From an optimization exercise on the open Yosys and OpenROAD flow, aimed at small area, a short achievable clock period and few clock cycles per item; shortcuts taken in it are not production practice. RTL that was checked went through simulation tests only; none was proved equivalent to the original.

Design lehmer_random_generator, start of the top module:
module lehmer_random_generator (
  input  logic         clk,
  input  logic         rst_n,
  input  logic         in_tvalid,
  output logic         in_tready,
  input  logic [127:0] in_tdata,
  input  logic [1:0]   in_tuser,
  output logic         out_tvalid,
  input  logic         out_tready,
  output logic [63:0]  out_tdata,
  output logic         out_tuser
);
  localparam logic [30:0] MOD = lrg_pkg::LRG_MOD;
  logic vo;
  logic adv;
  assign adv = !vo || out_tready;
  assign in_tready = adv;
  logic        v1;
  logic [1:0]  op1;
  logic [31:0] x1;    
  logic [31:0] y1;    
  always_ff @(posedge clk) begin
    if (!rst_n) v1 <= 1'b0;
    else if (adv) v1 <= in_tvalid;
    if (adv) begin
      op1 <= in_tuser;
      x1  <= in_tuser[0] ? in_tdata[94:63] : (in_tuser[1] ? {1'b0, in_tdata[62:32]} : in_tdata[31:0]);
      y1  <= in_tdata[126:95];
    end
  end
  logic [30:0] st;
  logic        bad1, adv_st;
  logic [31:0] mag;
  logic [30:0] seedv;
  logic [30:0] nx;
  assign bad1   = $signed(x1) > $signed(y1);
  assign adv_st = (op1 != lrg_pkg::OP_SEED) && !((op1 == lrg_pkg::OP_RANGE) && bad1);
  assign mag    = x1[31] ? (32'd0 - x1) : x1;
  assign seedv  = (mag >= {1'b0, MOD}) ? 31'(mag - {1'b0, MOD}) : mag[30:0];
  lrg_next u_next (.s(st), .n(nx));
  logic        v2;
  logic [1:0]  op2;
  logic        err2;
  logic [32:0] span1;
  logic [34:0] bx;
  logic [16:0] neg1, one1, two1;
  logic [16:0] neg2, one2, two2;
  assign span1 = {y1[31], y1} - {x1[31], x1} + 33'd1;
  assign bx = {1'b0, span1, 1'b0};
  always_comb begin
    for (int i = 0; i < 17; i++) begin
      neg1[i] = bx[2*i+2];
      one1[i] = bx[2*i+1] ^ bx[2*i];
      two1[i] = (bx[2*i+2] & ~bx[2*i+1] & ~bx[2*i]) | (~bx[2*i+2] & bx[2*i+1] & bx[2*i]);
    end
  end
  logic [31:0] low2;
  always_ff @(posedge clk) begin
    if (!rst_n) begin
      st <= lrg_pkg::LRG_INIT;
      v2 <= 1'b0;
    end else if (adv) begin
      v2 <= v1;
      if (v1) begin
        if (op1 == lrg_pkg::OP_SEED) st <= seedv;
        else if (adv_st) st <= nx;
      end
    end
    if (adv) begin
      op2   <= op1;
      err2  <= (op1 == lrg_pkg::OP_RANGE) && bad1;
      neg2  <= neg1;
      one2  <= one1;
      two2  <= two1;
  ...
Size in the first run: ~5,300 cells after synthesis, ~440 flip-flops, roughly 200 I/O pins, roughly 53,000 sq um of cells after synthesis.
==> flow/config.mk <==
export PLATFORM = sky130hd
export DESIGN_NAME = lehmer_random_generator
export DESIGN_NICKNAME = lehmer_random_generator
export VERILOG_FILES = /design/flow/design.v
export SDC_FILE = /design/flow/constraint.sdc
export NUM_CORES = 4
export LEC_CHECK = 0
export CAP_MARGIN = 20
export CORE_MARGIN = 2
export CORE_UTILIZATION = 40
export SETUP_SLACK_MARGIN = 5
export SLEW_MARGIN = 20
==> flow/constraint.sdc <==
create_clock -name core_clock -period 10.0 [get_ports {clk}]
set_input_delay 2.0000 -clock core_clock [delete_from_list [all_inputs] [get_ports {clk}]]
set_output_delay 2.0000 -clock core_clock [all_outputs]
set_load 0.01 [all_outputs]
run.sh (not shown) runs the stock make flow with config.mk's settings and CLKGATE_MAP_FILE= SYNTH_SCRIPT=/design/flow/synth_recipe.tcl, a recipe that flattens the netlist after the stock synthesis.
Change:
Settings changed: SETUP_SLACK_MARGIN 5 to default.
Effect: Worst setup slack degrades by 1900 ps; clock skew is about the same.
Function was not checked in any run of this note: the RTL went through the layout flow alone.


the previous run:
Another version of the RTL of lehmer_random_generator (not shown whole).
For scale: ~410 flip-flops, about 200 I/O pins, roughly 53000 µm² of cells after synthesis.
==> flow/design.v (excerpt) <==
module lehmer_random_generator (
  input  logic         clk,
  input  logic         rst_n,
  input  logic         in_tvalid,
  output logic         in_tready,
  input  logic [127:0] in_tdata,
  input  logic [1:0]   in_tuser,
  output logic         out_tvalid,
  input  logic         out_tready,
  output logic [63:0]  out_tdata,
  output logic         out_tuser
);
clock: 10.0 ns
lec_check: 0
cap_margin: 20
core_margin: 2
core_utilization: 40
setup_slack_margin: 5
slew_margin: 20
The previous run ran to completion and came out clean on the timing, design-rule and antenna checks.
Testbench counts of the previous run, summed over its fixed seeds: cycles 8,024, items 8,000.
--- input diff the previous run..the current run ---
- a change of CORE_UTILIZATION from 40 to 60
Results
The lower count of clock-buffer cells in the layout of the current run and the previous run is in the current run.
Delta(multi-input logic portion of the cell area, the current run - the previous run) > 0
Between the previous run and the current run, routed length per placed instance increased.
The previous run has lower setup slack than the current run.


lehmer_random_generator, a different RTL version from the one above (not shown whole).
Size in the first run: about 52000 sq um of cells after synthesis.
Design lehmer_random_generator, start of the top module:
module lehmer_random_generator (
  input  logic         clk,
  input  logic         rst_n,
  input  logic         in_tvalid,
  output logic         in_tready,
  input  logic [127:0] in_tdata,
  input  logic [1:0]   in_tuser,
  output logic         out_tvalid,
  input  logic         out_tready,
  output logic [63:0]  out_tdata,
  output logic         out_tuser
);
Settings: LEC_CHECK=0, ABC_AREA=1, CAP_MARGIN=20, CORE_MARGIN=2, CORE_UTILIZATION=55, SETUP_SLACK_MARGIN=5, SLEW_MARGIN=20; clock period 10.0 ns.
Testbench counts at the start, summed over its fixed seeds: cycles 8,024, items 8,000.
==> next run, changes <==
--- a/flow/config.mk
+++ b/flow/config.mk
@@ -11,3 +11,3 @@
 export CORE_UTILIZATION = 55
-export SETUP_SLACK_MARGIN = 5
+export SETUP_SLACK_MARGIN = 4.5
 export SLEW_MARGIN = 20
Register-to-register slack is worse by 0.43 ns.
Cell area fell by 3.7%.
Flip-flop and latch count stays the same.

-- port drivers added, routing unchanged --
No port has a modelled driver above. Below, the same layouts with a new extraction and two added sets of constraints. Step 1: set_driving_cell puts a clkbuf_16 on clk and a buf_2 on each other input, an assumption about the parent block. Step 2 times the ports against the registers' clock, not the clock port: input delays grow and output delays shrink by t, the midpoint of the rising clock arrivals with the driver on. Slacks: no drivers / after step 1 / after step 2; pairs: no drivers / after step 1.
| run | t, ns | slack for setup (ns) | hold WS [ns] | clock arrival spread, ns | cell pins on the clock port's net |
|---|---|---|---|---|---|
| the first run of note 1 | 0.714 | 3.166 / 3.166 / 3.166 | 0.406 / 0.406 / 0.406 | 0.041 / 0.040 | 1 |
| the second run of note 1 | 0.701 | 1.299 / 1.299 / 1.299 | 0.413 / 0.413 / 0.413 | 0.044 / 0.043 | 1 |
| the previous run | 0.742 | 4.245 / 4.245 / 4.245 | 0.419 / 0.419 / 0.419 | 0.051 / 0.051 | 1 |
| the current run | 0.698 | 4.291 / 4.291 / 4.291 | 0.414 / 0.414 / 0.414 | 0.035 / 0.034 | 1 |
| the first run of note 3 | 0.692 | 4.789 / 4.720 / 4.546 | 0.417 / 0.417 / 0.417 | 0.071 / 0.071 | 1 |
| the second run of note 3 | 0.689 | 4.510 / 4.510 / 4.225 | 0.416 / 0.416 / 0.416 | 0.069 / 0.069 | 1 |
After both steps every run listed still meets setup and hold. The setup slack of the second run of note 3, which loses most, moves by 0.000 ns with the drivers and by -0.285 ns with both steps.
